Background: an optimization exercise with open tools, aiming at small area, a short achievable clock period and few clock cycles per item. Do not read the settings as production practice.
Only simulation tests tie the RTL to the original design; equivalence was not proved.

==> flow/design.v, too long to show whole: its modules and the start of the top module <==
// module md_datapath: 127 lines
// module md_bk36: 238 lines
// module md_mul16: 1623 lines
// module mult_div_unit: 120 lines
module mult_div_unit (
  input  logic        clk,
  input  logic        reset,
  input  logic        md_start,
  input  logic [3:0]  md_op,
  input  logic [31:0] md_rs_data,
  input  logic [31:0] md_rt_data,
  output logic        md_busy,
  output logic [31:0] md_hi,
  output logic [31:0] md_lo
);
  // ...
==> flow/flow/run.sh <==
#!/bin/bash
# Layout flow: the standard flow (standard.sh), in two parts.
#  1. synth and floorplan exactly as standard.sh makes them.
#  2. place, cts, route and finish, with two changes:
#     - the buffers that global placement puts on every input and output
#       port are sky130_fd_sc_hd__buf_2 cells instead of the cell
#       buffer_ports picks by itself (clkdlybuf4s50_1, a slow delay buffer
#       twice the size);
#     - repair_timing (after CTS and after global routing) is asked for a
#       setup margin of 118.5 ns, so that it works on the paths that set
#       the achieved period (150 ns less the setup slack) instead of
#       stopping as soon as the 150 ns clock is met. The SDC is unchanged.
# make's full output goes to flow_make_*.log here; ORFS keeps each step's
# tool log under orfs/logs/.
set -euo pipefail
bash standard.sh synth floorplan > flow_make_1.log 2>&1
export BUFFER_PORTS_ARGS="-buffer_cell sky130_fd_sc_hd__buf_2"
export SETUP_SLACK_MARGIN=118.5
bash standard.sh finish > flow_make_2.log 2>&1
==> flow/standard.sh <==
#!/bin/bash
# synth_recipe.tcl (not shown) runs the flow's synth.tcl, then flattens the netlist and writes it again
# the make line also repeats each setting of config.mk as NAME=value (left out here)
make -C /OpenROAD-flow-scripts/flow DESIGN_CONFIG=/design/flow/config.mk WORK_HOME=/design/flow/orfs CLKGATE_MAP_FILE= SYNTH_SCRIPT=/design/flow/synth_recipe.tcl "${@:-finish}"
==> flow/config.mk <==
export PLATFORM = sky130hd
export DESIGN_NAME = mult_div_unit
export DESIGN_NICKNAME = mult_div_unit
export VERILOG_FILES = /design/flow/design.v
export SDC_FILE = /design/flow/constraint.sdc
export NUM_CORES = 4
export LEC_CHECK = 0
export ABC_AREA = 1
export CAP_MARGIN = 20
export CORE_MARGIN = 2
export CORE_UTILIZATION = 40
export SLEW_MARGIN = 20
==> flow/constraint.sdc <==
create_clock -name core_clock -period 150.0 [get_ports {clk}]
set_input_delay 30.0000 -clock core_clock [delete_from_list [all_inputs] [get_ports {clk}]]
set_output_delay 30.0000 -clock core_clock [all_outputs]
set_load 0.01 [all_outputs]
==> summary.txt, run 1 <==
Status
  • Outcome: no timing/DRC/antenna violations

Worst setup path
  • WP buf/inv: 6
  • Critical Path AT: 31.85 ns
  • Crit Path Class: input port to flip-flop
  • Depth of the most critical reg-to-reg path: 134
  • Worst path most repeated cell: inv_1
  • Critical path peak fanout: 37
  • R2R Path Start: op_q[1]
  • Crit-path slowest cell: nor3_4
  • Stages on worst setup path: 13

Finish
  • Multi-In Gates: 3454
  • Layout clock area frac: 1.77%
  • Most frequent cells in the layout: nand2_1, inv_1, fa_1
  • Most common cell after layout, fill and taps aside: nand2_1
  • Multi-input logic area: 0.0263 mm²
  • Bufs w/o clock: 256
  • Fraction of area in multi-input gates: 74.0%
  • Max FFs per register: 36

Clock network
  • Root Driver: clkbuf_16
  • CTS max path bufs: 2

Route
  • Metal-1 WL: 59300 µm
  • Vias post-DR: 33700
  • Via-to-Cell Ratio: ~6.0
  • DR WL met2: 67100 µm

Synth
  • Dominant cells by area after synthesis: fa_1, xor2_1, nand2_1, inv_1, dfxtp_1
  • Mapped Area: 0.0331 mm²
  • Syn Nets: between 5000 and 6000
  • Main synth FF type: dfxtp_1
  • Synth area leader: fa_1

Placement
  • Post-DP HPWL: 120000 µm
  • Placed Cells: 5560
  • GP Congestion: between 1 and 1.5

Worst hold path
  • Hold Path Class: flip-flop to flip-flop

Timing
  • Setup-failing EPs final: 0
  • Setup TNS: 0 ns
  • Slew HR: 22.9%
  • Layout Skew: 0.0173 ns

GRT
  • Initial antenna violation count: 4
  • Busiest grt layer: met2
  • First-pass GRT wire length: about 220000 µm
  • Vias in the first global route: 32300

Floorplan
  • Core outline area: 0.0820 mm²
  • N_taps: 1070
Testbench counts, summed over its fixed seeds: cycles 8,810, ops 3,200.
==> run 2, diff against run 1 <==
--- a/flow/design.v
+++ b/flow/design.v
@@ -1083,146 +1083,48 @@
   logic rc667;
   logic rc668;
   logic rc669;
   logic rc670;
   logic rc671;
   logic rc672;
   logic rc673;
   logic rc674;
-  logic k0_675;
-  logic v0_676;
-  logic k0_677;
-  logic v0_678;
-  logic k0_679;
-  logic v0_680;
-  logic k0_681;
-  logic v0_682;
-  logic k0_683;
-  logic v0_684;
-  logic k0_685;
-  logic v0_686;
-  logic k0_687;
-  logic v0_688;
-  logic k0_689;
-  logic v0_690;
-  logic k0_691;
-  logic v0_692;
-  logic k0_693;
-  logic v0_694;
-  logic k0_695;
-  logic v0_696;
-  logic k0_697;
-  logic v0_698;
-  logic k0_699;
-  logic v0_700;
-  logic k0_701;
-  logic v0_702;
-  logic k0_703;
-  logic v0_704;
-  logic k0_705;
-  logic v0_706;
-  logic k1_707;
-  logic v1_708;
-  logic k1_709;
-  logic v1_710;
-  logic k1_711;
-  logic v1_712;
-  logic k1_713;
-  logic v1_714;
-  logic k1_715;
-  logic v1_716;
-  logic k1_717;
-  logic v1_718;
-  logic k1_719;
-  logic v1_720;
-  logic k1_721;
-  logic v1_722;
-  logic k1_723;
-  logic v1_724;
-  logic k1_725;
-  logic v1_726;
-  logic k1_727;
-  logic v1_728;
-  logic k1_729;
-  logic v1_730;
-  logic k1_731;
-  logic v1_732;
-  logic k1_733;
-  logic v1_734;
-  logic k1_735;
-  logic v1_736;
-  logic k1_737;
-  logic v1_738;
-  logic bc739;
-  logic k0_740;
-  logic v0_741;
-  logic k0_742;
-  logic v0_743;
-  logic k0_744;
-  logic v0_745;
-  logic k0_746;
-  logic v0_747;
-  logic k0_748;
-  logic v0_749;
-  logic k0_750;
-  logic v0_751;
-  logic k0_752;
-  logic v0_753;
-  logic k0_754;
-  logic v0_755;
-  logic k0_756;
-  logic v0_757;
-  logic k0_758;
-  logic v0_759;
-  logic k0_760;
-  logic v0_761;
-  logic k0_762;
-  logic v0_763;
-  logic k0_764;
-  logic v0_765;
-  logic k0_766;
-  logic v0_767;
-  logic k0_768;
-  logic v0_769;
-  logic k0_770;
-  logic v0_771;
-  logic k1_772;
-  logic v1_773;
-  logic k1_774;
-  logic v1_775;
-  logic k1_776;
-  logic v1_777;
-  logic k1_778;
-  logic v1_779;
-  logic k1_780;
-  logic v1_781;
-  logic k1_782;
-  logic v1_783;
-  logic k1_784;
-  logic v1_785;
-  logic k1_786;
-  logic v1_787;
-  logic k1_788;
-  logic v1_789;
-  logic k1_790;
-  logic v1_791;
-  logic k1_792;
-  logic v1_793;
-  logic k1_794;
-  logic v1_795;
-  logic k1_796;
-  logic v1_797;
-  logic k1_798;
-  logic v1_799;
-  logic k1_800;
-  logic v1_801;
-  logic k1_802;
-  logic v1_803;
-  logic bc804;
+  logic rc675;
+  logic rc676;
+  logic rc677;
+  logic rc678;
+  logic rc679;
+  logic rc680;
+  logic rc681;
+  logic rc682;
+  logic rc683;
+  logic rc684;
+  logic rc685;
+  logic rc686;
+  logic rc687;
+  logic rc688;
+  logic rc689;
+  logic rc690;
+  logic rc691;
+  logic rc692;
+  logic rc693;
+  logic rc694;
+  logic rc695;
+  logic rc696;
+  logic rc697;
+  logic rc698;
+  logic rc699;
+  logic rc700;
+  logic rc701;
+  logic rc702;
+  logic rc703;
+  logic rc704;
+  logic rc705;
+  logic rc706;
   assign cx = {ext, ext, chunk};
   assign ms = {m[32], m[32], m};
   assign one[0] = cx[0] ^ 1'b0;
   assign two[0] = (cx[1] & ~cx[0] & ~1'b0) | (~cx[1] & cx[0] & 1'b0);
   assign neg[0] = cx[1] ^ sub;
   assign r0[0] = ((one[0] & ms[0]) | (two[0] & 1'b0)) ^ neg[0];
   assign r0[1] = ((one[0] & ms[1]) | (two[0] & ms[0])) ^ neg[0];
   assign r0[2] = ((one[0] & ms[2]) | (two[0] & ms[1])) ^ neg[0];
@@ -1911,114 +1813,48 @@
   assign {rc667, sum[12]} = xa[12] + xb[12] + rc666;
   assign {rc668, sum[13]} = xa[13] + xb[13] + rc667;
   assign {rc669, sum[14]} = xa[14] + xb[14] + rc668;
   assign {rc670, sum[15]} = xa[15] + xb[15] + rc669;
   assign {rc671, sum[16]} = xa[16] + xb[16] + rc670;
   assign {rc672, sum[17]} = xa[17] + xb[17] + rc671;
   assign {rc673, sum[18]} = xa[18] + xb[18] + rc672;
   assign {rc674, sum[19]} = xa[19] + xb[19] + rc673;
-  assign {k0_675, v0_676} = xa[20] + xb[20] + 1'b0;
-  assign {k0_677, v0_678} = xa[21] + xb[21] + k0_675;
-  assign {k0_679, v0_680} = xa[22] + xb[22] + k0_677;
-  assign {k0_681, v0_682} = xa[23] + xb[23] + k0_679;
-  assign {k0_683, v0_684} = xa[24] + xb[24] + k0_681;
-  assign {k0_685, v0_686} = xa[25] + xb[25] + k0_683;
-  assign {k0_687, v0_688} = xa[26] + xb[26] + k0_685;
-  assign {k0_689, v0_690} = xa[27] + xb[27] + k0_687;
-  assign {k0_691, v0_692} = xa[28] + xb[28] + k0_689;
-  assign {k0_693, v0_694} = xa[29] + xb[29] + k0_691;
-  assign {k0_695, v0_696} = xa[30] + xb[30] + k0_693;
-  assign {k0_697, v0_698} = xa[31] + xb[31] + k0_695;
-  assign {k0_699, v0_700} = xa[32] + xb[32] + k0_697;
-  assign {k0_701, v0_702} = xa[33] + xb[33] + k0_699;
-  assign {k0_703, v0_704} = xa[34] + xb[34] + k0_701;
-  assign {k0_705, v0_706} = xa[35] + xb[35] + k0_703;
-  assign {k1_707, v1_708} = xa[20] + xb[20] + 1'b1;
-  assign {k1_709, v1_710} = xa[21] + xb[21] + k1_707;
-  assign {k1_711, v1_712} = xa[22] + xb[22] + k1_709;
-  assign {k1_713, v1_714} = xa[23] + xb[23] + k1_711;
-  assign {k1_715, v1_716} = xa[24] + xb[24] + k1_713;
-  assign {k1_717, v1_718} = xa[25] + xb[25] + k1_715;
-  assign {k1_719, v1_720} = xa[26] + xb[26] + k1_717;
-  assign {k1_721, v1_722} = xa[27] + xb[27] + k1_719;
-  assign {k1_723, v1_724} = xa[28] + xb[28] + k1_721;
-  assign {k1_725, v1_726} = xa[29] + xb[29] + k1_723;
-  assign {k1_727, v1_728} = xa[30] + xb[30] + k1_725;
-  assign {k1_729, v1_730} = xa[31] + xb[31] + k1_727;
-  assign {k1_731, v1_732} = xa[32] + xb[32] + k1_729;
-  assign {k1_733, v1_734} = xa[33] + xb[33] + k1_731;
-  assign {k1_735, v1_736} = xa[34] + xb[34] + k1_733;
-  assign {k1_737, v1_738} = xa[35] + xb[35] + k1_735;
-  assign sum[20] = rc674 ? v1_708 : v0_676;
-  assign sum[21] = rc674 ? v1_710 : v0_678;
-  assign sum[22] = rc674 ? v1_712 : v0_680;
-  assign sum[23] = rc674 ? v1_714 : v0_682;
-  assign sum[24] = rc674 ? v1_716 : v0_684;
-  assign sum[25] = rc674 ? v1_718 : v0_686;
-  assign sum[26] = rc674 ? v1_720 : v0_688;
-  assign sum[27] = rc674 ? v1_722 : v0_690;
-  assign sum[28] = rc674 ? v1_724 : v0_692;
-  assign sum[29] = rc674 ? v1_726 : v0_694;
-  assign sum[30] = rc674 ? v1_728 : v0_696;
-  assign sum[31] = rc674 ? v1_730 : v0_698;
-  assign sum[32] = rc674 ? v1_732 : v0_700;
-  assign sum[33] = rc674 ? v1_734 : v0_702;
-  assign sum[34] = rc674 ? v1_736 : v0_704;
-  assign sum[35] = rc674 ? v1_738 : v0_706;
-  assign bc739 = rc674 ? k1_737 : k0_705;
-  assign {k0_740, v0_741} = xa[36] + xb[36] + 1'b0;
-  assign {k0_742, v0_743} = xa[37] + xb[37] + k0_740;
-  assign {k0_744, v0_745} = xa[38] + xb[38] + k0_742;
-  assign {k0_746, v0_747} = xa[39] + xb[39] + k0_744;
-  assign {k0_748, v0_749} = xa[40] + xb[40] + k0_746;
-  assign {k0_750, v0_751} = xa[41] + xb[41] + k0_748;
-  assign {k0_752, v0_753} = xa[42] + xb[42] + k0_750;
-  assign {k0_754, v0_755} = xa[43] + xb[43] + k0_752;
-  assign {k0_756, v0_757} = xa[44] + xb[44] + k0_754;
-  assign {k0_758, v0_759} = xa[45] + xb[45] + k0_756;
-  assign {k0_760, v0_761} = xa[46] + xb[46] + k0_758;
-  assign {k0_762, v0_763} = xa[47] + xb[47] + k0_760;
-  assign {k0_764, v0_765} = xa[48] + xb[48] + k0_762;
-  assign {k0_766, v0_767} = xa[49] + xb[49] + k0_764;
-  assign {k0_768, v0_769} = xa[50] + xb[50] + k0_766;
-  assign {k0_770, v0_771} = xa[51] + xb[51] + k0_768;
-  assign {k1_772, v1_773} = xa[36] + xb[36] + 1'b1;
-  assign {k1_774, v1_775} = xa[37] + xb[37] + k1_772;
-  assign {k1_776, v1_777} = xa[38] + xb[38] + k1_774;
-  assign {k1_778, v1_779} = xa[39] + xb[39] + k1_776;
-  assign {k1_780, v1_781} = xa[40] + xb[40] + k1_778;
-  assign {k1_782, v1_783} = xa[41] + xb[41] + k1_780;
-  assign {k1_784, v1_785} = xa[42] + xb[42] + k1_782;
-  assign {k1_786, v1_787} = xa[43] + xb[43] + k1_784;
-  assign {k1_788, v1_789} = xa[44] + xb[44] + k1_786;
-  assign {k1_790, v1_791} = xa[45] + xb[45] + k1_788;
-  assign {k1_792, v1_793} = xa[46] + xb[46] + k1_790;
-  assign {k1_794, v1_795} = xa[47] + xb[47] + k1_792;
-  assign {k1_796, v1_797} = xa[48] + xb[48] + k1_794;
-  assign {k1_798, v1_799} = xa[49] + xb[49] + k1_796;
-  assign {k1_800, v1_801} = xa[50] + xb[50] + k1_798;
-  assign {k1_802, v1_803} = xa[51] + xb[51] + k1_800;
-  assign sum[36] = bc739 ? v1_773 : v0_741;
-  assign sum[37] = bc739 ? v1_775 : v0_743;
-  assign sum[38] = bc739 ? v1_777 : v0_745;
-  assign sum[39] = bc739 ? v1_779 : v0_747;
-  assign sum[40] = bc739 ? v1_781 : v0_749;
-  assign sum[41] = bc739 ? v1_783 : v0_751;
-  assign sum[42] = bc739 ? v1_785 : v0_753;
-  assign sum[43] = bc739 ? v1_787 : v0_755;
-  assign sum[44] = bc739 ? v1_789 : v0_757;
-  assign sum[45] = bc739 ? v1_791 : v0_759;
-  assign sum[46] = bc739 ? v1_793 : v0_761;
-  assign sum[47] = bc739 ? v1_795 : v0_763;
-  assign sum[48] = bc739 ? v1_797 : v0_765;
-  assign sum[49] = bc739 ? v1_799 : v0_767;
-  assign sum[50] = bc739 ? v1_801 : v0_769;
-  assign sum[51] = bc739 ? v1_803 : v0_771;
-  assign bc804 = bc739 ? k1_802 : k0_770;
+  assign {rc675, sum[20]} = xa[20] + xb[20] + rc674;
+  assign {rc676, sum[21]} = xa[21] + xb[21] + rc675;
+  assign {rc677, sum[22]} = xa[22] + xb[22] + rc676;
+  assign {rc678, sum[23]} = xa[23] + xb[23] + rc677;
+  assign {rc679, sum[24]} = xa[24] + xb[24] + rc678;
+  assign {rc680, sum[25]} = xa[25] + xb[25] + rc679;
+  assign {rc681, sum[26]} = xa[26] + xb[26] + rc680;
+  assign {rc682, sum[27]} = xa[27] + xb[27] + rc681;
+  assign {rc683, sum[28]} = xa[28] + xb[28] + rc682;
+  assign {rc684, sum[29]} = xa[29] + xb[29] + rc683;
+  assign {rc685, sum[30]} = xa[30] + xb[30] + rc684;
+  assign {rc686, sum[31]} = xa[31] + xb[31] + rc685;
+  assign {rc687, sum[32]} = xa[32] + xb[32] + rc686;
+  assign {rc688, sum[33]} = xa[33] + xb[33] + rc687;
+  assign {rc689, sum[34]} = xa[34] + xb[34] + rc688;
+  assign {rc690, sum[35]} = xa[35] + xb[35] + rc689;
+  assign {rc691, sum[36]} = xa[36] + xb[36] + rc690;
+  assign {rc692, sum[37]} = xa[37] + xb[37] + rc691;
+  assign {rc693, sum[38]} = xa[38] + xb[38] + rc692;
+  assign {rc694, sum[39]} = xa[39] + xb[39] + rc693;
+  assign {rc695, sum[40]} = xa[40] + xb[40] + rc694;
+  assign {rc696, sum[41]} = xa[41] + xb[41] + rc695;
+  assign {rc697, sum[42]} = xa[42] + xb[42] + rc696;
+  assign {rc698, sum[43]} = xa[43] + xb[43] + rc697;
+  assign {rc699, sum[44]} = xa[44] + xb[44] + rc698;
+  assign {rc700, sum[45]} = xa[45] + xb[45] + rc699;
+  assign {rc701, sum[46]} = xa[46] + xb[46] + rc700;
+  assign {rc702, sum[47]} = xa[47] + xb[47] + rc701;
+  assign {rc703, sum[48]} = xa[48] + xb[48] + rc702;
+  assign {rc704, sum[49]} = xa[49] + xb[49] + rc703;
+  assign {rc705, sum[50]} = xa[50] + xb[50] + rc704;
+  assign {rc706, sum[51]} = xa[51] + xb[51] + rc705;
 endmodule
 import mult_div_unit_pkg::*;
 module mult_div_unit (
   input  logic        clk,
   input  logic        reset,
   input  logic        md_start,
   input  logic [3:0]  md_op,
   input  logic [31:0] md_rs_data,
==> run 2 against run 1 <==
Effect of this change: maximum frequency grew 0.23%; die area shrank 2.3%; via count shrank 1.1%; setup slack better by 0.072 ns; synthesized cell count decreased by 1.3%; non-clock buffer count is 15 lower; flip-flop and latch count stayed put; largest cell class unchanged; cell count fell by 1.4%; clock-buffer cell count rose by 3.
==> summary.txt, run 2 <==
Status
  • Outcome: no timing/DRC/antenna violations (unchanged)

Worst setup path
  • Startpoint types: flip-flop (was input port)
  • Critical Path AT: 1.42 ns (was 31.85 ns)
  • Worst path cell trace: buf_2 (was buf_2 > inv_1 > nor2_1 > inv_1 > nor3_4 > o221ai_1 > inv_1 > nand2_4 > inv_1 > buf_12 > nand2_4 > nor2_1 > a21oi_1)
  • Crit. End Element: primary output (was flip-flop)
  • Critical path peak fanout: 4 (was 37)
  • WP buf/inv: 1 (was 6)
  • Crit Path Class: flip-flop to primary output (was input port to flip-flop)
  • Family with the most delay on the worst path: flip-flops (was simple AND/OR/NAND/NOR gates)
  • Crit-path slowest cell: dfxtp_1 (was nor3_4)
  • Worst path max stage delay: 0.71 ns (was 0.23 ns)
  • Critical path required time: 120.00 ns (was 150.36 ns)

GRT
  • Vias in the first global route: 31300 (was 32300)
  • Largest net degree at the start of global routing: 80 (was 75)
  • GRT met3 Usage: 6.87% (was 7.53%)
  • First-pass GRT wire length: 220000 µm (was 223000 µm)
  • Congestion Overflow GR: 0 (unchanged)
  • M2 GR Usage: 55.3% (was 54.4%)
  • Total GRT Usage: 36.3% (was 35.7%)
  • Initial antenna violation count: 5 (was 4)
  • Met1 Use GR: 48.3% (was 46.5%)
  • Busiest grt layer: met2 (unchanged)

Timing
  • Setup WS post-layout: 118.58 ns (was 118.51 ns)
  • Max Slew Vio Count: 0 (unchanged)
  • Layout Skew: 0.0194 ns (was 0.0173 ns)
  • Setup TNS: 0 ns (unchanged)
  • Worst-Margin Slew: 1.23 ns (was 1.12 ns)
  • Achievable frequency: 31.8 MHz (about the same)
  • Final min period: 31.42 ns (was 31.49 ns)
  • Ratio of final minimum period to clock period: 20.9% (was 21.0%)
  • RSZ-0062 raised after global routing: false (unchanged)
  • Slew HR: 18.1% (was 22.9%)
  • Setup-failing EPs final: 0 (unchanged)
  • Final Hold Fails: 0 (unchanged)

Clock network
  • Clock sinks: 145 (unchanged)
  • H-tree depth: 4 (unchanged)
  • CTS max path bufs: 2 (unchanged)
  • CTS tree: done (unchanged)
  • Worst-path clk slew: 0.08 ns (was 0.07 ns)
  • Root Driver: clkbuf_16 (unchanged)
  • Clk Latency, worst-skew pair: 0.48 ns (about the same)
  • CTS Buf Count: 17 (unchanged)

Finish
  • Cell Count, Final, Fillers Out: 5520 (was 5597)
  • Final Core Density: 43.3% (was 43.4%)
  • Top reg by flops: a_q (unchanged)
  • # fillers: 8428 (was 8627)
  • Most frequent cells in the layout: nand2_1, inv_1, fa_1 (unchanged)
  • Antenna Cells: 0 (was 2)
  • Final nets: 5059 (was 5154)
  • Area delta synth->final: 7.45% (was 7.63%)
  • Largest regs: a_q: 36 flops, b_q: 33 flops (unchanged)
  • Most common cell after layout, fill and taps aside: nand2_1 (unchanged)
  • Max FFs per register: 36 (unchanged)
  • Fraction of layout cells with a size suffix above 1: 8.07% (was 8.82%)

Floorplan
  • Die height: 288 µm (was 292 µm)
  • Top Ports: 136 (unchanged)
  • Die Span X: 288 µm (was 292 µm)
  • Num rows: 104 (was 105)
  • Core outline area: 0.0803 mm² (was 0.0820 mm²)
  • Initial Util: 40.3% (was 40.4%)
  • Die area: 0.0831 mm² (was 0.0850 mm²)

Synth
  • Most frequent cells after synthesis: nand2_1, inv_1, fa_1, o21ai_0, xor2_1 (was nand2_1, inv_1, fa_1, xor2_1, o21ai_0)
  • Netlist cell types: 64 (was 63)
  • Mapped Area: 0.0323 mm² (was 0.0331 mm²)
  • Dominant cells by area after synthesis: fa_1, xor2_1, nand2_1, inv_1, dfxtp_1 (unchanged)
  • Yosys top cell area share: 23.3% (was 24.3%)
  • Post-synthesis sequential area ratio: 10.2% (was 9.92%)
  • Main synth FF type: dfxtp_1 (unchanged)
  • #FFs+latches synth: 145 (unchanged)
  • Most frequent cell after synthesis: nand2_1 (unchanged)
  • Syn Nets: 5071 (was 5160)
  • Number of synthesized flops with an enable pin: 38 (unchanged)
  • Mean Syn Cell Area: 7.25 µm² (was 7.32 µm²)
  • Synth Warn #: 2 (unchanged)
  • Synth area leader: fa_1 (unchanged)
  • Async set-reset flop share out of synthesis: 0% (unchanged)
  • Synth Instances: 4459 (was 4518)

Route
  • Vias post-DR: 33300 (was 33700)
  • DRT iter0 DRCs: 4197 (was 4436)
  • DR pass1 iterations: 6 (unchanged)
  • Final antenna-violating net count: 0 (unchanged)
  • # DRC: 0 (unchanged)
  • Final wirelength: 152000 µm (was 154000 µm)
  • Via-to-Cell Ratio: 6.04 (was 6.02)
  • Routed len/inst: 27.6 µm (about the same)

Placement
  • Count of input and output buffers: 135 (unchanged)
  • Post-DP HPWL: 120000 µm (about the same)
  • Placed Cells: 5485 (was 5560)
  • Pre-CTS setup slack: 117.55 ns (was 117.40 ns)
  • GP Congestion: 1.06 (was 1.04)

Flow run
  • Number of max-cap violations: 0 (unchanged)

Worst hold path
  • Hold Path Class: flip-flop to flip-flop (unchanged)
## run 2: cell count changes in the layout (fill, tap and decap cells not counted), sizes merged, moves of 22 or more
cell,delta
xnor2,+41
xor2,-35
inv,+30
clkinv,+25
fa,-25
o21ai,-22
## run 2: what timing repair did
action | 4_1_cts | 5_1_grt
endpoints found under the setup margin | 32 | 33
setup buffers | 0 | 1
cloned | 1 | 1
resized for setup | 2 | 4
hold buffers | 0 | 0
## run 2: through the flow
step	hold WS, ns	instance area [µm²]
6_report	0.585	34700
5_1_grt	0.621	34700
4_1_cts	0.571	34700
3_5_place_dp	0.562	34100
3_3_place_gp	0.561	34100
2_1_floorplan	0.515	32300
## run 2: worst paths after layout
check / start / endpoint / slack (ns) / cells past startpoint
min reg2reg: hi_q[19] / hi_q[19] / 0.59 / 2
max: lo_q[9] / md_lo[9] / 118.58 / 1
max reg2reg: op_q[3] / hi_q[30] / 121.84 / 78
min: hi_q[19] / hi_q[19] / 0.59 / 2
## run 2: layout make-up
type | count | area, µm² | share of cell area [%]
multi-input cells | 3345 | 25400 | 73.2
flip-flops and latches | 145 | 3290 | 9.47
inverters | 695 | 2610 | 7.53
repair buffers | 241 | 1490 | 4.28
well taps | 1060 | 1330 | 3.82
clock buffers | 22 | 507 | 1.46
clock inverters | 10 | 83.8 | 0.241
repair inverters | 2 | 15.0 | 0.0432
## run 2: layer usage
metal	share of wire [%]	vias up
li1	-	14600
met4	7.0	2
met1	39	16100
met5	0.0085	-
met2	43	2063
met3	11	506
## run 2: cell families after synthesis
kind of cell,share of synthesized area [%]
buf+inv,11.6
fa+ha+maj,29.7
simple gates,17.2
flops,10.2
compound gates,19.2
mux,0.0619
xor+xnor,12.1
Testbench counts of run 2, summed over its fixed seeds: cycles 8,810, ops 3,200.
==> module mult_div_unit, before the edit <==
module mult_div_unit (
  input  logic        clk,
  input  logic        reset,
  input  logic        md_start,
  input  logic [3:0]  md_op,
  input  logic [31:0] md_rs_data,
  input  logic [31:0] md_rt_data,
  output logic        md_busy,
  output logic [31:0] md_hi,
  output logic [31:0] md_lo
);
  logic        busy_q, first_q;
  logic [3:0]  op_q;
  logic [3:0]  cnt_q;
  logic        sa_q, sb_q;
  logic [35:0] a_q, b_q;
  logic [31:0] hi_q, lo_q;
  logic        is_start;
  logic        sgn, sub, mac, isdiv, last;
  logic [35:0] m_a, d_a, d_b;
  logic [31:0] m_lo, m_hi;
  logic        m_early;
  logic        d_sa, d_sb, d_bz;
  logic [3:0]  d_m;
  logic [2:0]  d_q;
  logic [31:0] q_full, q_neg;
  logic        negq;
  always_comb begin
    is_start = (md_op == MULT) || (md_op == MULTU) ||
               (md_op == DIV)  || (md_op == DIVU);
    is_start = is_start ||
               (md_op == MADD) || (md_op == MADDU) ||
               (md_op == MSUB) || (md_op == MSUBU);
    sgn   = (op_q == MULT) || (op_q == DIV) || (op_q == MADD) || (op_q == MSUB);
    sub   = (op_q == MSUB) || (op_q == MSUBU);
    mac   = (op_q == MADD) || (op_q == MADDU) || sub;
    isdiv = (op_q == DIV) || (op_q == DIVU);
  end
  md_datapath u_dp (
    .first_i (first_q),
    .sgn_i   (sgn),
    .sub_i   (sub),
    .mac_i   (mac),
    .j_i     (cnt_q[0]),
    .sa_q_i  (sa_q),
    .sb_q_i  (sb_q),
    .a_i     (a_q),
    .b_i     (b_q),
    .hi_i    (hi_q),
    .lo_i    (lo_q),
    .m_a_o   (m_a),
    .m_lo_o  (m_lo),
    .m_hi_o  (m_hi),
    .m_early_o (m_early),
    .d_sa_o  (d_sa),
    .d_sb_o  (d_sb),
    .d_bz_o  (d_bz),
    .d_m_o   (d_m),
    .d_a_o   (d_a),
    .d_b_o   (d_b),
    .d_q_o   (d_q)
  );
  always_comb begin
    if (isdiv) last = first_q ? (d_bz || d_m == 4'd1) : (cnt_q == 4'd1);
    else       last = cnt_q[0] || m_early;
    q_full = {(first_q ? 29'd0 : lo_q[28:0]), d_q};
    negq   = d_sa ^ d_sb;
    q_neg[2:0]  = 3'(-d_q);
    q_neg[31:3] = (d_q == 3'd0) ? (~q_full[31:3] + 29'd1) : ~q_full[31:3];
  end
  always_ff @(posedge clk) begin
    if (reset) begin
      busy_q <= 1'b0;
      hi_q   <= '0;
      lo_q   <= '0;
    end else if (!busy_q) begin
      busy_q <= md_start && is_start;
      if (!md_start && md_op == MTHI) hi_q <= md_rs_data;
      if (!md_start && md_op == MTLO) lo_q <= md_rs_data;
    end else if (isdiv) begin
      if (last) busy_q <= 1'b0;
      if (!d_bz || !first_q) begin
        lo_q <= (last && negq) ? q_neg : q_full;
        if (last) hi_q <= d_a[31:0];
      end
    end else begin
      if (last) begin
        busy_q <= 1'b0;
        hi_q   <= m_hi;
      end
      lo_q <= m_lo;
    end
  end
  always_ff @(posedge clk) begin
    if (!busy_q) begin
      op_q    <= md_op;
      a_q     <= {4'b0, md_rs_data};
      b_q     <= {4'b0, md_rt_data};
      first_q <= 1'b1;
      cnt_q   <= '0;
    end else begin
      first_q <= 1'b0;
      if (isdiv) begin
        a_q   <= d_a;
        b_q   <= d_b;
        cnt_q <= first_q ? d_m - 4'd1 : cnt_q - 4'd1;
        if (first_q) begin
          sa_q <= d_sa;
          sb_q <= d_sb;
        end
      end else begin
        a_q   <= m_a;
        cnt_q <= cnt_q + 4'd1;
      end
    end
  end
  assign md_busy = busy_q;
  assign md_hi   = hi_q;
  assign md_lo   = lo_q;
endmodule
==> run 3, diff against run 2 <==
--- a/flow/design.v
+++ b/flow/design.v
@@ -1878,6 +1878,7 @@
   logic [3:0]  d_m;
   logic [2:0]  d_q;
   logic [31:0] q_full, q_neg;
+  logic [29:0] q_zc;                
   logic        negq;
   always_comb begin
     is_start = (md_op == MULT) || (md_op == MULTU) ||
@@ -1920,7 +1921,11 @@
     q_full = {(first_q ? 29'd0 : lo_q[28:0]), d_q};
     negq   = d_sa ^ d_sb;
     q_neg[2:0]  = 3'(-d_q);
-    q_neg[31:3] = (d_q == 3'd0) ? (~q_full[31:3] + 29'd1) : ~q_full[31:3];
+    q_zc[0] = 1'b1;
+    for (int i = 0; i < 29; i++) begin
+      q_neg[i+3] = ~q_full[i+3] ^ (q_zc[i] && d_q == 3'd0);
+      q_zc[i+1]  = q_zc[i] & ~q_full[i+3];
+    end
   end
   always_ff @(posedge clk) begin
     if (reset) begin
--- a/flow/flow/run.sh
+++ b/flow/flow/run.sh
@@ -7,7 +7,7 @@
 #       buffer_ports picks by itself (clkdlybuf4s50_1, a slow delay buffer
 #       twice the size);
 #     - repair_timing (after CTS and after global routing) is asked for a
-#       setup margin of 118.5 ns, so that it works on the paths that set
+#       setup margin of 119.5 ns, so that it works on the paths that set
 #       the achieved period (150 ns less the setup slack) instead of
 #       stopping as soon as the 150 ns clock is met. The SDC is unchanged.
 # make's full output goes to flow_make_*.log here; ORFS keeps each step's
@@ -15,5 +15,5 @@
 set -euo pipefail
 bash standard.sh synth floorplan > flow_make_1.log 2>&1
 export BUFFER_PORTS_ARGS="-buffer_cell sky130_fd_sc_hd__buf_2"
-export SETUP_SLACK_MARGIN=118.5
+export SETUP_SLACK_MARGIN=119.5
 bash standard.sh finish > flow_make_2.log 2>&1
==> run 3 against run 2 <==
Effect of this change: still clean on timing, DRC and antenna; wire length grew 0.36%; via count is 1.4% higher; synthesized cell count fell by 1.3%; clock-buffer cell count down 4; non-clock buffer count rose by 84; worst hold slack worse by 0.017 ns; critical path depth is 12 higher; first-iteration DRC count grew 12%; clock skew fell by 0.0026 ns; sequential share of layout area about the same; highest routed layer unchanged.
==> summary.txt, run 3 <==
GRT
  • Vias in the first global route: 31800 (was 31300)
  • Congestion Overflow GR: 0 (unchanged)
  • First-pass GRT wire length: 220000 µm (about the same)
  • Largest net degree at the start of global routing: 85 (was 80)
  • Initial antenna violation count: 5 (unchanged)
  • Total GRT Usage: 36.4% (was 36.3%)

Route
  • Final antenna-violating net count: 0 (unchanged)
  • Vias post-DR: 33800 (was 33300)
  • Final wirelength: 153000 µm (was 152000 µm)
  • Via-to-Cell Ratio: 6.07 (was 6.04)
  • # DRC: 0 (unchanged)
  • DRT iter0 DRCs: 4710 (was 4197)
  • DR pass1 iterations: 9 (was 6)
  • Routed len/inst: 27.5 µm (was 27.6 µm)

Finish
  • Largest regs: a_q: 36 flops, b_q: 33 flops (unchanged)
  • Max FFs per register: 36 (unchanged)
  • Most frequent cells in the layout: nand2_1, inv_1, fa_1 (unchanged)
  • Final nets: 5105 (was 5059)
  • Top reg by flops: a_q (unchanged)
  • Antenna Cells: 0 (unchanged)
  • Most common cell after layout, fill and taps aside: nand2_1 (unchanged)
  • Fraction of layout cells with a size suffix above 1: 13.3% (was 8.07%)
  • Area delta synth->final: 13.9% (was 7.45%)

Synth
  • Mapped Area: 0.0322 mm² (was 0.0323 mm²)
  • Most frequent cells after synthesis: nand2_1, inv_1, fa_1, xor2_1, o21ai_0 (was nand2_1, inv_1, fa_1, o21ai_0, xor2_1)
  • Yosys top cell area share: 23.4% (was 23.3%)
  • Syn Nets: 5014 (was 5071)
  • Mean Syn Cell Area: 7.31 µm² (was 7.25 µm²)
  • Dominant cells by area after synthesis: fa_1, xor2_1, nand2_1, inv_1, dfxtp_1 (unchanged)
  • Async set-reset flop share out of synthesis: 0% (unchanged)
  • Post-synthesis sequential area ratio: 10.2% (about the same)
  • Netlist cell types: 65 (was 64)
  • Synth Warn #: 2 (unchanged)
  • Main synth FF type: dfxtp_1 (unchanged)
  • Synth area leader: fa_1 (unchanged)
  • #FFs+latches synth: 145 (unchanged)
  • Most frequent cell after synthesis: nand2_1 (unchanged)
  • Number of synthesized flops with an enable pin: 38 (unchanged)
  • Synth Instances: 4402 (was 4459)

Timing
  • Max Slew Vio Count: 0 (unchanged)
  • Setup TNS: 0 ns (unchanged)
  • Setup-failing EPs final: 0 (unchanged)
  • Final Hold Fails: 0 (unchanged)
  • Slew HR: 19.8% (was 18.1%)
  • Layout Skew: 0.0167 ns (was 0.0194 ns)
  • Worst-Margin Slew: 1.19 ns (was 1.23 ns)
  • Achievable frequency: 32.1 MHz (was 31.8 MHz)
  • Ratio of final minimum period to clock period: 20.7% (was 20.9%)
  • RSZ-0062 raised after global routing: true (was false)
  • Final min period: 31.11 ns (was 31.42 ns)

Clock network
  • Clock sinks: 145 (unchanged)
  • CTS Buf Count: 17 (unchanged)
  • H-tree depth: 4 (unchanged)
  • Root Driver: clkbuf_16 (unchanged)
  • Worst-path clk slew: 0.08 ns (about the same)
  • Clk Latency, worst-skew pair: 0.47 ns (was 0.48 ns)
  • CTS tree: done (unchanged)
  • CTS max path bufs: 2 (unchanged)
  • Post-CTS Hold Buffers: 0 (unchanged)

Worst setup path
  • Critical path peak fanout: 5 (was 4)
  • Crit Path Class: input port to flip-flop (was flip-flop to primary output)
  • Critical path required time: 150.35 ns (was 120.00 ns)
  • Critical Path AT: 31.46 ns (was 1.42 ns)
  • Startpoint types: input port (was flip-flop)
  • Crit. End Element: flip-flop (was primary output)

Placement
  • Count of input and output buffers: 135 (unchanged)
  • Post-DP HPWL: 115000 µm (was 120000 µm)
  • GP Congestion: 1.04 (was 1.06)

Floorplan
  • Core outline area: 0.0802 mm² (was 0.0803 mm²)
  • Die height: 288 µm (about the same)
  • Num rows: 104 (unchanged)
  • Top Ports: 136 (unchanged)
  • Initial Util: 40.2% (was 40.3%)
  • Die Span X: 288 µm (about the same)
  • Die area: 0.0828 mm² (was 0.0831 mm²)

Status
  • Outcome: no timing/DRC/antenna violations (unchanged)

Flow run
  • Number of max-cap violations: 0 (unchanged)

Worst hold path
  • Hold Path Class: flip-flop to flip-flop (unchanged)
## run 3: final timing paths
check,start,to,slack (ns),depth (start not counted)
worst max-delay path,md_op[2],hi_q[28],118.89,13
worst min-delay path,hi_q[25],hi_q[25],0.57,2
worst max register to register,op_q[3],hi_q[20],122.36,77
worst min register to register,hi_q[25],hi_q[25],0.57,2
## run 3: critical path, cell delays in order
cell and delay, ns:
buf_8 0.10, inv_4 0.05, nor2_4 0.04, nand3_4 0.11
nand2_4 0.06, nand3_4 0.09, buf_12 0.17, clkinvlp_4 0.18
buf_4 0.19, buf_6 0.11, buf_8 0.13, o21ai_0 0.15
a21oi_1 0.06
## run 3: timing repair
action	CTS	global route
endpoints found under the setup margin	130	130
buffers inserted	66	19
pin swaps	21	20
gates cloned	9	4
gates resized for setup	288	55
## run 3: logic make-up (layout without fill, tap and decap cells)
logic type / count (synthesis) / in the layout / share of synthesized area [%]
fa+ha+maj: 541 / 541 / 29.8
xor+xnor: 447 / 447 / 12.4
compound gates: 1029 / 1030 / 19.0
buf+inv: 966 / 1067 / 11.7
flops: 145 / 145 / 10.2
mux: 1 / 1 / 0.0311
simple gates: 1273 / 1275 / 16.9
## run 3: area by class of cell
type | count | area, µm²
clock inverter | 14 | 160
inverter | 704 | 2670
fill | 8315 | 43500
clock buffer | 18 | 439
sequential | 145 | 3480
tap | 1060 | 1330
timing repair buffer | 325 | 2750
timing repair inverter | 6 | 68.8
multi-input combinational | 3294 | 25800
## run 3: stage by stage
stage	area (µm²)	hold slack, ns	utilization, %	setup WS (ns)	cells
final	36700	0.568	45.8	118.89	5566
after global routing	36700	0.583	45.8	118.86	5566
after CTS	36200	0.574	45.2	118.94	5543
after detailed placement	34000	0.549	42.4	117.02	5436
after global placement	34000	0.557	42.4	117.07	5436
after floorplan	32200	0.511	-	118.84	4402
## run 3: per-layer routing
metal	track usage [%]	part of all wire, %	routed length, µm
met5	0.640	0.11	171
met2	55.2	43	65700
met3	8.32	12	18600
met1	47.9	38	58000
met4	19.6	6.9	10500
Testbench counts of run 3, summed over its fixed seeds: cycles 8,810, ops 3,200.
==> run 4, diff against run 3 <==
==> flow/flow/run.sh (replaced) <==
#!/bin/bash
# Layout flow: the standard flow (standard.sh) in three parts.
#  1. The standard synthesis, unchanged, up to its netlist 1_2_yosys.v.
#  2. flow/invpush.py rewrites that netlist: it picks the polarity of each
#     sky130_fd_sc_hd__fa_1 full adder (a full adder with all inputs
#     complemented gives both outputs complemented) so that fewer
#     inverters are needed around the adders, and rebuilds the inverters.
#     Registers and every other cell are kept as they are; the original
#     netlist is kept as 1_2_yosys.orig.v here.
#  3. The rest of the standard flow from that netlist, with two changes:
#     - the buffers that global placement puts on every input and output
#       port are sky130_fd_sc_hd__buf_2 cells instead of the cell
#       buffer_ports picks by itself (clkdlybuf4s50_1, a slow delay buffer
#       twice the size);
#     - repair_timing (after CTS and after global routing) is asked for a
#       setup margin of 119.5 ns, so that it works on the paths that set
#       the achieved period (150 ns less the setup slack) instead of
#       stopping as soon as the 150 ns clock is met. The SDC is unchanged.
# make's full output goes to flow_make_*.log and invpush's to
# flow_invpush.log here; ORFS keeps each step's tool log under orfs/logs/.
set -euo pipefail
RES="$PWD/orfs/results/sky130hd/mult_div_unit/base"
bash standard.sh "$RES/1_2_yosys.v" > flow_make_1.log 2>&1
cp "$RES/1_2_yosys.v" 1_2_yosys.orig.v
python3 flow/invpush.py 1_2_yosys.orig.v "$RES/1_2_yosys.v" > flow_invpush.log 2>&1
bash standard.sh synth floorplan > flow_make_2.log 2>&1
export BUFFER_PORTS_ARGS="-buffer_cell sky130_fd_sc_hd__buf_2"
export SETUP_SLACK_MARGIN=119.5
bash standard.sh finish > flow_make_3.log 2>&1
==> flow/flow/invpush.py (new file) <==
#!/usr/bin/env python3
"""Removes inverters around full adders in a mapped Yosys netlist.

A full adder is self-dual: FA(~a, ~b, ~c) = (~cout, ~sum). Yosys's
extract_fa often picks the inverted form of an adder, which leaves
inverters between sky130_fd_sc_hd__fa_1 cells that ABC cannot remove (the
adders are already cells when ABC runs). This script chooses, for every
fa_1 cell, whether to use it as it is or flipped (all inputs and both
outputs complemented), so that as few inverters as possible are needed,
and rebuilds the inverters the chosen polarities need. Every net that
keeps its name keeps its value, and registers are not touched.

Usage: invpush.py IN.v OUT.v
"""
import random
import re
import sys

src = open(sys.argv[1]).read()
inst_re = re.compile(r'^[ \t]*(sky130_fd_sc_hd__\w+)\s+(\\\S+\s|\S+)\s*\((.*?)\);[ \t]*\n', re.S | re.M)
pin_re = re.compile(r'\.(\w+)\(([^()]*)\)')
OUTP = {'Y', 'X', 'SUM', 'COUT', 'Q', 'Q_N', 'HI', 'LO'}
CONST = {"1'h0": "1'h1", "1'h1": "1'h0", "1'b0": "1'b1", "1'b1": "1'b0"}

cells = {}
order = []
for m in inst_re.finditer(src):
    typ, name, body = m.group(1), m.group(2).strip(), m.group(3)
    cells[name] = (typ, {p: n.strip() for p, n in pin_re.findall(body)})
    order.append(name)

out_ports = set()
for m in re.finditer(r'^\s*output\s+(?:\[[^\]]*\]\s*)?(\S+)\s*;', src, re.M):
    out_ports.add(m.group(1))

def is_out_port(net):
    return net.split('[')[0].strip() in out_ports or net in out_ports

def is_inv(typ):
    return typ.startswith('sky130_fd_sc_hd__inv_')

drv = {}
for name, (typ, pins) in cells.items():
    for p, n in pins.items():
        if p in OUTP:
            drv[n] = name

# logical signals: root net and parity of every net
root, par = {}, {}
def resolve(n):
    if n in root:
        return root[n], par[n]
    d = drv.get(n)
    if d is not None and is_inv(cells[d][0]):
        r, q = resolve(cells[d][1]['A'])
        root[n], par[n] = r, q ^ 1
    else:
        root[n], par[n] = n, 0
    return root[n], par[n]

sys.setrecursionlimit(100000)
loads = {}     # root -> list of (cell, pin, parity)
for name, (typ, pins) in cells.items():
    if is_inv(typ):
        continue
    for p, n in pins.items():
        if p in OUTP:
            continue
        r, q = resolve(n)
        loads.setdefault(r, []).append((name, p, q))
classes = {}   # root -> {parity: [net names]}
for n in list(root):
    classes.setdefault(root[n], {0: [], 1: []})[par[n]].append(n)
for name, (typ, pins) in cells.items():
    for p, n in pins.items():
        r, q = resolve(n)
        classes.setdefault(r, {0: [], 1: []})
        if n not in classes[r][q]:
            classes[r][q].append(n)

fas = [n for n in order if cells[n][0] == 'sky130_fd_sc_hd__fa_1']
flip = {f: 0 for f in fas}
fa_in = {f: [resolve(cells[f][1][p])[0] for p in ('A', 'B', 'CIN')] for f in fas}
fa_out = {f: [cells[f][1][p] for p in ('COUT', 'SUM')] for f in fas}
drv_fa = {}
for f in fas:
    for z in fa_out[f]:
        drv_fa[z] = f
port_req = {}  # root -> set of parities needed by output ports
for r, cl in classes.items():
    for q in (0, 1):
        for n in cl[q]:
            if is_out_port(n):
                port_req.setdefault(r, set()).add(q)

def sig_cost(r):
    if r in CONST:
        return 0
    a = flip[drv_fa[r]] if r in drv_fa else 0
    need = set(port_req.get(r, ()))
    for (c, p, q) in loads.get(r, []):
        need.add(q ^ flip.get(c, 0) if c in flip else q)
    return 1 if (need - {a}) else 0

def local_sigs(f):
    return set(fa_in[f]) | set(fa_out[f])

def total():
    return sum(sig_cost(r) for r in loads.keys() | set(drv_fa))

before = sum(1 for t, _ in cells.values() if is_inv(t))
cur = total()
pass
best, best_flip = cur, dict(flip)
rng = random.Random(1)
steps = 400 * len(fas)
for k in range(steps):
    temp = 0.6 * (1 - k / steps) + 0.02
    f = fas[rng.randrange(len(fas))]
    sigs = local_sigs(f)
    c0 = sum(sig_cost(r) for r in sigs)
    flip[f] ^= 1
    c1 = sum(sig_cost(r) for r in sigs)
    d = c1 - c0
    if d <= 0 or rng.random() < pow(2.718, -d / temp):
        cur += d
        if cur < best:
            best, best_flip = cur, dict(flip)
    else:
        flip[f] ^= 1
flip = best_flip
pass

# rebuild: every signal gets a net for each parity it needs
cnt = [0]
def fresh(prefix):
    cnt[0] += 1
    return f'_{prefix}{cnt[0]}_'
netname = {}
def net_of(r, q):
    if r in CONST:
        return r if q == 0 else CONST[r]
    key = (r, q)
    if key not in netname:
        names = classes.get(r, {0: [], 1: []})[q]
        ports = [n for n in names if is_out_port(n)]
        if ports:
            netname[key] = ports[0]
        elif q == 0:
            netname[key] = r
        elif names:
            netname[key] = names[0]
        else:
            netname[key] = fresh('ipn')
    return netname[key]

new_cells = {}
new_order = []
needed = {}    # root -> set of parities needed
for name in order:
    typ, pins = cells[name]
    if is_inv(typ):
        continue
    np = {}
    for p, n in pins.items():
        if p in OUTP:
            np[p] = n
            continue
        r, q = resolve(n)
        if name in flip and flip[name]:
            q ^= 1
        np[p] = net_of(r, q)
        needed.setdefault(r, set()).add(q)
    new_cells[name] = (typ, np)
    new_order.append(name)
for r, qs in port_req.items():
    needed.setdefault(r, set()).update(qs)
# drivers: flipped adders drive the complement of their root signal
for f in fas:
    if flip[f]:
        typ, np = new_cells[f]
        for p in ('COUT', 'SUM'):
            np[p] = net_of(np[p], 1)
avail = {}
for name in new_order:
    typ, np = new_cells[name]
    for p, n in np.items():
        if p in OUTP:
            if name in flip and flip[name]:
                # n is net_of(root, 1)
                r = [k[0] for k, v in netname.items() if v == n and k[1] == 1][0]
                avail[r] = 1
            else:
                avail[n] = 0
for r, qs in needed.items():
    if r in CONST:
        continue
    a = avail.get(r, 0)
    for q in qs:
        if q != a:
            i = fresh('ipc')
            new_cells[i] = ('sky130_fd_sc_hd__inv_1', {'A': net_of(r, a), 'Y': net_of(r, q)})
            new_order.append(i)
after = sum(1 for t, _ in new_cells.values() if is_inv(t))

declared = set(re.findall(r'^\s*(?:wire|input|output|inout)\s+(?:\[[^\]]*\]\s*)?(\S+)\s*;', src, re.M))
used = {n for _, np in new_cells.values() for n in np.values()}
newwires = sorted(n for n in used if n.startswith('_ipn') and n not in declared)

ms = list(inst_re.finditer(src))
head, tail = src[:ms[0].start()], src[ms[-1].end():]
def q(n):
    return n + ' ' if n.startswith('\\') else n
out = [head]
for w in newwires:
    out.append(f'  wire {w};\n')
for name in new_order:
    typ, np = new_cells[name]
    conn = ',\n'.join(f'    .{p}({q(v)})' for p, v in np.items())
    out.append(f'  {typ} {q(name)} (\n{conn}\n  );\n')
out.append(tail)
open(sys.argv[2], 'w').write(''.join(out))
print(f'invpush: {len(fas)} adders, {sum(flip.values())} flipped; inverters {before} -> {after}',
      file=sys.stderr)
==> run 4 against run 3 <==
Effect of this change: still clean; worst hold slack gained 0.013 ns; synthesized cell count is 4.0% lower; die area down 2.0%; flip-flop and latch count unchanged; clock-buffer cell count increased by 2; critical endpoint is now hi_q[20]; highest routed layer is now met4.
==> summary.txt, run 4 <==
Status
  • Outcome: no timing/DRC/antenna violations (unchanged)

GRT
  • Vias in the first global route: 31100 (was 31800)
  • First-pass GRT wire length: 216000 µm (was 220000 µm)
  • Total GRT Usage: 36.2% (was 36.4%)
  • Largest net degree at the start of global routing: 94 (was 85)
  • Congestion Overflow GR: 0 (unchanged)
  • Initial antenna violation count: 2 (was 5)

Route
  • Vias post-DR: 33500 (was 33800)
  • Final antenna-violating net count: 0 (unchanged)
  • Via-to-Cell Ratio: 6.24 (was 6.07)
  • Final wirelength: 150000 µm (was 153000 µm)
  • # DRC: 0 (unchanged)
  • Routed len/inst: 28.0 µm (was 27.5 µm)
  • DR pass1 iterations: 9 (unchanged)
  • DRT iter0 DRCs: 4886 (was 4710)

Clock network
  • Root Driver: clkbuf_16 (unchanged)
  • Clock sinks: 145 (unchanged)
  • Worst-path clk slew: 0.06 ns (was 0.08 ns)
  • CTS tree: done (unchanged)
  • CTS Buf Count: 17 (unchanged)
  • Clk Latency, worst-skew pair: 0.48 ns (was 0.47 ns)
  • H-tree depth: 4 (unchanged)
  • CTS max path bufs: 2 (unchanged)

Timing
  • Final Hold Fails: 0 (unchanged)
  • Hold Slack: 0.581 ns (was 0.568 ns)
  • Setup WS post-layout: 118.95 ns (was 118.89 ns)
  • Max Slew Vio Count: 0 (unchanged)
  • Slew HR: 27.8% (was 19.8%)
  • Setup TNS: 0 ns (unchanged)
  • RSZ-0062 raised after global routing: true (unchanged)
  • Ratio of final minimum period to clock period: 20.7% (about the same)
  • Layout Skew: 0.0207 ns (was 0.0167 ns)
  • Achievable frequency: 32.2 MHz (was 32.1 MHz)
  • Setup-failing EPs final: 0 (unchanged)
  • Worst-Margin Slew: 1.08 ns (was 1.19 ns)
  • Final min period: 31.06 ns (was 31.11 ns)

Worst setup path
  • Critical Path AT: 31.40 ns (was 31.46 ns)
  • Crit Path Class: input port to flip-flop (unchanged)
  • Critical path required time: 150.34 ns (was 150.35 ns)
  • Worst path max stage delay: 0.19 ns (about the same)
  • Critical path peak fanout: 6 (was 5)
  • Startpoint types: input port (unchanged)
  • Crit. End Element: flip-flop (unchanged)
  • Crit-path slowest cell: buf_6 (was buf_4)
  • Worst path cell trace: buf_8 > inv_6 > nor2_4 > nand3_2 > nand2_2 > nand3_4 > buf_12 > clkinvlp_4 > o31ai_4 > buf_6 > a211oi_2 > a21oi_1 (was buf_8 > inv_4 > nor2_4 > nand3_4 > nand2_4 > nand3_4 > buf_12 > clkinvlp_4 > buf_4 > buf_6 > buf_8 > o21ai_0 > a21oi_1)

Flow run
  • Number of max-cap violations: 0 (unchanged)

Placement
  • GP Congestion: 1.03 (was 1.04)
  • Pre-CTS setup slack: 117.48 ns (was 117.02 ns)
  • Count of input and output buffers: 135 (unchanged)
  • Post-DP HPWL: 112000 µm (was 115000 µm)

Finish
  • # fillers: 7748 (was 8315)
  • Most common cell after layout, fill and taps aside: nand2_1 (unchanged)
  • Area delta synth->final: 14.9% (was 13.9%)
  • Top reg by flops: a_q (unchanged)
  • FF/Latch Area: 0.00352 mm² (was 0.00348 mm²)
  • Max FFs per register: 36 (unchanged)
  • Most frequent cells in the layout: nand2_1, inv_1, fa_1 (unchanged)
  • Multi-input logic area: 0.0258 mm² (about the same)
  • Fraction of layout cells with a size suffix above 1: 13.9% (was 13.3%)
  • Largest regs: a_q: 36 flops, b_q: 33 flops (unchanged)
  • Final Core Density: 46.6% (was 45.8%)
  • Final nets: 4928 (was 5105)

Floorplan
  • Num rows: 102 (was 104)
  • Die area: 0.0811 mm² (was 0.0828 mm²)
  • Core outline area: 0.0777 mm² (was 0.0802 mm²)
  • Die height: 285 µm (was 288 µm)
  • Die Span X: 285 µm (was 288 µm)
  • Initial Util: 40.6% (was 40.2%)
  • Top Ports: 136 (unchanged)

Synth
  • Synth Warn #: 2 (unchanged)
  • Mapped Area: 0.0315 mm² (was 0.0322 mm²)
  • Mean Syn Cell Area: 7.46 µm² (was 7.31 µm²)
  • Syn Nets: 4839 (was 5014)
  • Synth Instances: 4227 (was 4402)

Worst hold path
  • Hold Path Class: flip-flop to flip-flop (unchanged)
-- run 4: worst max-delay path, delay by kind of cell --
kind            cells  cell delay, ns
buf+inv             5            0.59
simple gates        4            0.42
compound gates      3            0.38
-- run 4: final cells by class --
class | instances | area share [%]
Antenna cell | 3 | 0.0207
Clock buffer | 20 | 1.26
Clock inverter | 10 | 0.204
Inverter | 529 | 5.60
Multi-Input combinational cell | 3291 | 71.3
Sequential cell | 145 | 9.71
Tap cell | 1040 | 3.59
Timing Repair Buffer | 324 | 7.90
Timing Repair inverter | 8 | 0.373
-- run 4: routing by layer --
| metal | vias to the layer above | share of wire (%) | GRT usage, % |
|---|---|---|---|
| met2 | 2658 | 40 | 50.9 |
| met1 | 16000 | 39 | 50.4 |
| met5 | - | 0 | 0 |
| li1 | 14300 | - | - |
| met3 | 525 | 15 | 10.4 |
| met4 | 0 | 6.2 | 18.0 |
-- run 4: what timing repair did --
action / 4_1_cts / 5_1_grt
setup buffers: 67 / 7
pin swaps: 44 / 13
cloned: 14 / 2
resized for setup: 351 / 58
hold buffers: 0 / 0
setup endpoints to repair: 130 / 130
-- run 4: per-stage QoR --
step	instance area [µm²]	instances
after floorplan	31500	4227
after global placement	33300	5247
after detailed placement	33300	5247
after CTS	35900	5358
after global routing	36200	5367
final	36200	5370
-- run 4: worst paths after layout --
path	slack, ns	endpoint	start	depth (start not counted)
max	118.95	hi_q[20]	md_op[0]	12
min	0.58	hi_q[20]	hi_q[20]	2
max reg2reg	124.56	hi_q[20]	a_q[20]	73
min reg2reg	0.58	hi_q[20]	hi_q[20]	2
==> run 5, diff against run 4 <==
--- a/flow/flow/run.sh
+++ b/flow/flow/run.sh
@@ -13,7 +13,7 @@
 #       buffer_ports picks by itself (clkdlybuf4s50_1, a slow delay buffer
 #       twice the size);
 #     - repair_timing (after CTS and after global routing) is asked for a
-#       setup margin of 119.5 ns, so that it works on the paths that set
+#       setup margin of 118.5 ns, so that it works on the paths that set
 #       the achieved period (150 ns less the setup slack) instead of
 #       stopping as soon as the 150 ns clock is met. The SDC is unchanged.
 # make's full output goes to flow_make_*.log and invpush's to
@@ -25,5 +25,5 @@
 python3 flow/invpush.py 1_2_yosys.orig.v "$RES/1_2_yosys.v" > flow_invpush.log 2>&1
 bash standard.sh synth floorplan > flow_make_2.log 2>&1
 export BUFFER_PORTS_ARGS="-buffer_cell sky130_fd_sc_hd__buf_2"
-export SETUP_SLACK_MARGIN=119.5
+export SETUP_SLACK_MARGIN=118.5
 bash standard.sh finish > flow_make_3.log 2>&1
==> run 5 against run 4 <==
Effect of this change: critical path type is now flip-flop to primary output; non-clock buffer count shrank 81; synthesized cell count is the same; first-iteration DRC count grew 0.84%; global-route usage fell by 1.2 points; final area fell by 6.5%; cell count fell by 1.7%.
==> summary.txt, run 5 <==
Status
  • Outcome: no timing/DRC/antenna violations (unchanged)

GRT
  • Total GRT Usage: 35.0% (was 36.2%)
  • Largest net degree at the start of global routing: 94 (unchanged)
  • First-pass GRT wire length: 208000 µm (was 216000 µm)
  • Congestion Overflow GR: 0 (unchanged)
  • Vias in the first global route: 30000 (was 31100)
  • Initial antenna violation count: 5 (was 2)

Finish
  • Most common cell after layout, fill and taps aside: nand2_1 (unchanged)
  • Most frequent cells in the layout: nand2_1, inv_1, fa_1 (unchanged)
  • Area delta synth->final: 7.38% (was 14.9%)
  • Top reg by flops: a_q (unchanged)
  • Fraction of layout cells with a size suffix above 1: 8.30% (was 13.9%)
  • Cell Count, Final, Fillers Out: 5280 (was 5370)
  • Final nets: 4840 (was 4928)
  • Largest regs: a_q: 36 flops, b_q: 33 flops (unchanged)
  • Max FFs per register: 36 (unchanged)

Worst setup path
  • Worst path max stage delay: 0.41 ns (was 0.19 ns)
  • Family with the most delay on the worst path: buffers and inverters (unchanged)
  • Reg-to-reg slack, setup: 124.57 ns (was 124.56 ns)
  • WP buf/inv: 2 (was 5)
  • Crit Path Class: flip-flop to primary output (was input port to flip-flop)
  • Crit. End Element: primary output (was flip-flop)
  • Crit-path slowest cell: buf_4 (was buf_6)
  • Worst path cell trace: buf_4 > buf_2 (was buf_8 > inv_6 > nor2_4 > nand3_2 > nand2_2 > nand3_4 > buf_12 > clkinvlp_4 > o31ai_4 > buf_6 > a211oi_2 > a21oi_1)
  • Depth of the most critical reg-to-reg path: 73 (unchanged)
  • R2R Path Start: a_q[20] (unchanged)
  • Critical path peak fanout: 31 (was 6)
  • Critical path required time: 120.00 ns (was 150.34 ns)
  • Startpoint types: flip-flop (was input port)
  • Critical Path AT: 1.42 ns (was 31.40 ns)
  • FF-to-FF End: hi_q[20] (unchanged)

Route
  • # DRC: 0 (unchanged)
  • Via-to-Cell Ratio: 6.14 (was 6.24)
  • DR pass1 iterations: 6 (was 9)
  • Vias post-DR: 32400 (was 33500)
  • Final antenna-violating net count: 0 (unchanged)
  • Final wirelength: 145000 µm (was 150000 µm)
  • Routed len/inst: 27.4 µm (was 28.0 µm)
  • DRT iter0 DRCs: 4927 (was 4886)

Flow run
  • Number of max-cap violations: 0 (unchanged)

Synth
  • Syn Nets: 4839 (unchanged)
  • Synth Warn #: 2 (unchanged)
  • Mean Syn Cell Area: 7.46 µm² (unchanged)
  • Mapped Area: 0.0315 mm² (unchanged)
  • Synth Instances: 4227 (unchanged)

Timing
  • Max Slew Vio Count: 0 (unchanged)
  • RSZ-0062 raised after global routing: false (was true)
  • Final Hold Fails: 0 (unchanged)
  • Final min period: 31.42 ns (was 31.06 ns)
  • Achievable frequency: 31.8 MHz (was 32.2 MHz)
  • Slew HR: 29.5% (was 27.8%)
  • Setup-failing EPs final: 0 (unchanged)
  • Ratio of final minimum period to clock period: 20.9% (was 20.7%)
  • Layout Skew: 0.0208 ns (was 0.0207 ns)
  • Setup TNS: 0 ns (unchanged)
  • Worst-Margin Slew: 1.05 ns (was 1.08 ns)

Worst hold path
  • Hold Path Origin: hi_q[27] (was hi_q[20])
  • Hold Path Class: flip-flop to flip-flop (unchanged)
  • Worst Hold Endpoint: hi_q[27] (was hi_q[20])
  • Hold path depth: 2 (unchanged)

Floorplan
  • Top Ports: 136 (unchanged)
  • Initial Util: 40.6% (unchanged)
  • Num rows: 102 (unchanged)
  • Die height: 285 µm (unchanged)
  • Core outline area: 0.0777 mm² (unchanged)
  • Die area: 0.0811 mm² (unchanged)
  • Die Span X: 285 µm (unchanged)

Placement
  • Count of input and output buffers: 135 (unchanged)
  • GP Congestion: 1.03 (unchanged)
  • Post-DP HPWL: 112000 µm (unchanged)
  • Placed Cells: 5247 (unchanged)

Clock network
  • H-tree depth: 4 (unchanged)
  • CTS max path bufs: 2 (unchanged)
  • CTS tree: done (unchanged)
  • Root Driver: clkbuf_16 (unchanged)
  • Clock sinks: 145 (unchanged)
  • Post-CTS Hold Buffers: 0 (unchanged)
  • CTS Buf Count: 17 (unchanged)
  • Clk Latency, worst-skew pair: 0.47 ns (was 0.48 ns)
  • Worst-path clk slew: 0.07 ns (was 0.06 ns)
run 5: per-stage QoR:
stage / hold WS, ns / worst slack [ns] / utilization [%] / area [µm²]
after floorplan: 0.511 / 118.84 / - / 31500
after global placement: 0.587 / 117.51 / 42.9 / 33300
after detailed placement: 0.566 / 117.48 / 42.9 / 33300
after CTS: 0.582 / 118.57 / 43.6 / 33900
after global routing: 0.629 / 118.52 / 43.6 / 33900
final: 0.588 / 118.58 / 43.6 / 33900
run 5: worst max-delay path by stage:
stage | startpoint | to | depth (start not counted)
6_report | busy_q | md_busy | 2
5_1_grt | md_op[0] | hi_q[30] | 12
4_1_cts | md_op[1] | lo_q[28] | 11
3_5_place_dp | md_op[0] | hi_q[30] | 12
3_3_place_gp | md_op[0] | hi_q[30] | 12
2_1_floorplan | md_op[0] | hi_q[20] | 10
run 5: worst min-delay path, delay by kind of cell, from the launching register on:
| family | cells | cell delay [ns] |
|---|---|---|
| compound gates | 2 | 0.21 |
| flops | 1 | 0.34 |
run 5: layer usage:
metal / track usage, % / wire length (µm) / vias to the layer above
li1: - / - / 14100
met1: 49.6 / 58000 / 15600
met2: 49.5 / 58900 / 2371
met3: 8.68 / 19800 / 402
met4: 16.4 / 8090 / 2
met5: 0 / 12 / -
run 5: area by class of cell:
type                    instances  area [µm²]
clock buffers                  20         457
repair buffers                243        1490
well taps                    1040        1300
fillers                      8023       43900
inverters                     529        1990
diodes                          1        2.50
flip-flops and latches        145        3290
multi-input cells            3291       25300
repair inverters                1        7.51
clock inverters                10        73.8
run 5: timing repair:
item | in CTS | in global routing
hold endpoints to repair | 0 | 0
resized for setup | 3 | 2
buffers inserted | 1 | 0
gates cloned | 1 | 0
setup endpoints to repair | 56 | 32

separate check: timing with driven ports:
The results above use ideal ports. As a check the final layouts listed here were re-extracted and re-timed, cells and wires unchanged. Step 1: set_driving_cell puts a clkbuf_16 on clk and a buf_2 on each other input, an assumption about the parent block. Step 2 times the ports against the registers' clock, not the clock port: input delays grow and output delays shrink by t, the midpoint of the rising clock arrivals with the driver on. a / b / c = ideal ports / drivers / drivers and shift; a / b = the first two.
run	shift t [ns]	slack for setup (ns)	pins driven straight from the clock port
run 1	0.528	118.508 / 118.538 / 118.010	1
run 2	0.518	118.580 / 118.527 / 118.132	1
run 3	0.522	118.888 / 118.868 / 118.383	1
run 4	0.518	118.945 / 118.897 / 118.426	1
run 5	0.516	118.582 / 118.530 / 118.166	1
After both steps every run listed still meets setup and hold. The setup slack of run 4, which loses most, moves by -0.048 ns with the drivers and by -0.519 ns with both steps.
